Source: an optimization exercise on an open RTL-to-GDS flow (aim: small area, a short achievable clock period and few clock cycles). Production flows keep margins and buffers that such runs may drop. Function was checked by simulation only, so behaviour that the tests miss may differ from the original.

## the baseline
==> flow/design.v (excerpt) <==
module memory_functional_unit #(
   parameter int NS = 2,     
   parameter int NQ = 1,     
   parameter int EXCL = 0,
   parameter int GOSAFE = 0
) (
   input  logic         clk,
   input  logic         nrst,
   input  logic [119:0] i_issue,
   input  logic         i_issue_valid,
   output logic         o_issue_ready,
   input  logic [35:0]  i_cdb,
   input  logic         i_cdb_valid,
   input  logic [4:0]   i_commit,
   input  logic         i_commit_valid,
   output logic [35:0]  o_cdb,
   output logic         o_cdb_valid,
   input  logic         i_cdb_ready,
   output logic [72:0]  o_mem,
   output logic         o_mem_valid,
   input  logic         i_mem_ready
);
For scale: ~2200 cells after synthesis, roughly 290 flip-flops.
==> flow/config.mk <==
export PLATFORM = sky130hd
export DESIGN_NAME = memory_functional_unit
export DESIGN_NICKNAME = memory_functional_unit
export VERILOG_FILES = /design/flow/design.v
export SDC_FILE = /design/flow/constraint.sdc
export NUM_CORES = 4
export LEC_CHECK = 0
export ABC_AREA = 1
export CAP_MARGIN = 20
export CORE_MARGIN = 2
export CORE_UTILIZATION = 60
export SETUP_SLACK_MARGIN = 3.0
export SLEW_MARGIN = 20
==> flow/constraint.sdc <==
create_clock -name core_clock -period 7.0 [get_ports {clk}]
set_input_delay 1.4000 -clock core_clock [delete_from_list [all_inputs] [get_ports {clk}]]
set_output_delay 1.4000 -clock core_clock [all_outputs]
set_load 0.01 [all_outputs]
standard.sh (not shown) runs the stock make flow with config.mk's settings and CLKGATE_MAP_FILE= SYNTH_SCRIPT=/design/flow/synth_recipe.tcl, a recipe that flattens the netlist after the stock synthesis.
==> flow/flow/run.sh <==
#!/bin/bash
# Standard layout, with the port buffers made from the smallest buffer cell.
set -euo pipefail
bash standard.sh "BUFFER_PORTS_ARGS=-buffer_cell sky130_fd_sc_hd__buf_1" finish > standard_make.log 2>&1
Testbench counts of the baseline, summed over its fixed seeds: cycles 9,134.
--- input diff the baseline..the candidate ---
diff --git a/flow/design.v b/flow/design.v
--- a/flow/design.v
+++ b/flow/design.v
@@ -131,27 +131,25 @@
       end
    end
    logic st_ok, st_cand, st_drop, sel_st, ld_offer, mem_take_st, mem_take_ld;
    logic cdb_take, fr_free, a_fwd, a_go;
    assign st_ok   = sb_pend[hd] && (sb_cptr != sb_head) && sb_aok[hd];
    assign st_cand = st_ok && !sb_canc[hd] && sb_dfill[hd];
    assign st_drop = st_ok && sb_canc[hd];
    assign sel_st  = st_cand && (st_held || !a_ld);
    assign ld_offer = a_ld && (!a_any || a_off) && !sel_st;
    assign mem_take_st = sel_st && i_mem_ready;
    assign mem_take_ld = ld_offer && i_mem_ready;
-   assign o_mem_valid = a_ld ? (st_held || a_off || !a_any) : st_cand;
-   logic out_ld;
-   assign out_ld = a_ld && !st_held;
-   assign o_mem = out_ld ? {a_rob, 3'b010, a_lo, a_addr, sb_data[hd]}
-                         : {sb_rob[hd], 3'b011, sb_lo[hd], sb_addr[hd], sb_data[hd]};
+   assign o_mem_valid = sel_st || ld_offer;
+   assign o_mem = sel_st ? {sb_rob[hd], 3'b011, sb_lo[hd], sb_addr[hd], sb_data[hd]}
+                         : {a_rob, 3'b010, a_lo, a_addr, sb_data[hd]};
    assign o_cdb_valid = fr_valid && sb_dfill[fr_idx];
    assign o_cdb       = {fr_rob, sb_data[fr_idx]};
    assign cdb_take    = o_cdb_valid && i_cdb_ready;
    assign fr_free     = !fr_valid || cdb_take;
    assign a_fwd = a_ld && a_any && !a_off && fr_free;
    assign a_go  = a_valid && (a_st || mem_take_ld || a_fwd);
    logic          qh_ready, q_pop, q_empty, q_full, bypass;
    assign q_empty  = (q_cnt == 0);
    assign q_full   = (q_cnt == NQ);
    assign qh_ready = !q_empty && q_base[qh][0] && q_off[qh][0];
    assign q_pop    = qh_ready && (!a_valid || a_go);
## What came out
- The candidate -> the baseline: share of synthesized cell area in full adder, half adder and majority cells flat
- In the metrics for the candidate and the baseline, the one carrying the lower share of cell area taken by multi-input logic gates is the candidate.
- In the tables for the candidate and the baseline, routability congestion estimate reads lower with the baseline.
- Type of the worst setup path: reg -> out -> the candidate, in -> reg -> the baseline
- Compare the candidate and the baseline | die extent in y higher: the baseline
- Between the candidate and the baseline, the post-synthesis cell count is lower for the candidate.
- Going from the baseline to the candidate, worst-case clock skew dropped 0.0076 ns; setup slack dropped 0.026 ns.
Testbench counts of the candidate, summed over its fixed seeds: cycles 9,134.

what the ideal ports hide:
In the flow no input, the clock included, has a driving cell. The finished layouts below were timed again as built, in two steps. Step 1 sets driving cells, clkbuf_16 on the clock port and buf_2 on the other inputs (assumed; they add their load-dependent delay and slew). Step 2, shift: input delay + t, output delay - t, t = (earliest + latest rising clock arrival at the registers) / 2. This alone moves slack from input paths to output paths. Three values: ideal ports, drivers, drivers and shift; two values: the first two.
| run | t (ns) | setup WS [ns] | worst setup path at the end | slew at the worst register clock pin (ns) |
|---|---|---|---|---|
| the baseline | 0.622 | 3.028 / 3.057 / 2.435 | input to register | 0.07 / 0.07 |
| the candidate | 0.562 | 3.002 / 2.949 / 2.519 | input to register | 0.06 / 0.06 |
After both steps setup and hold are still met in every run listed. The setup slack of the baseline, which loses most, moves by +0.029 ns with the drivers and by -0.593 ns with both steps.
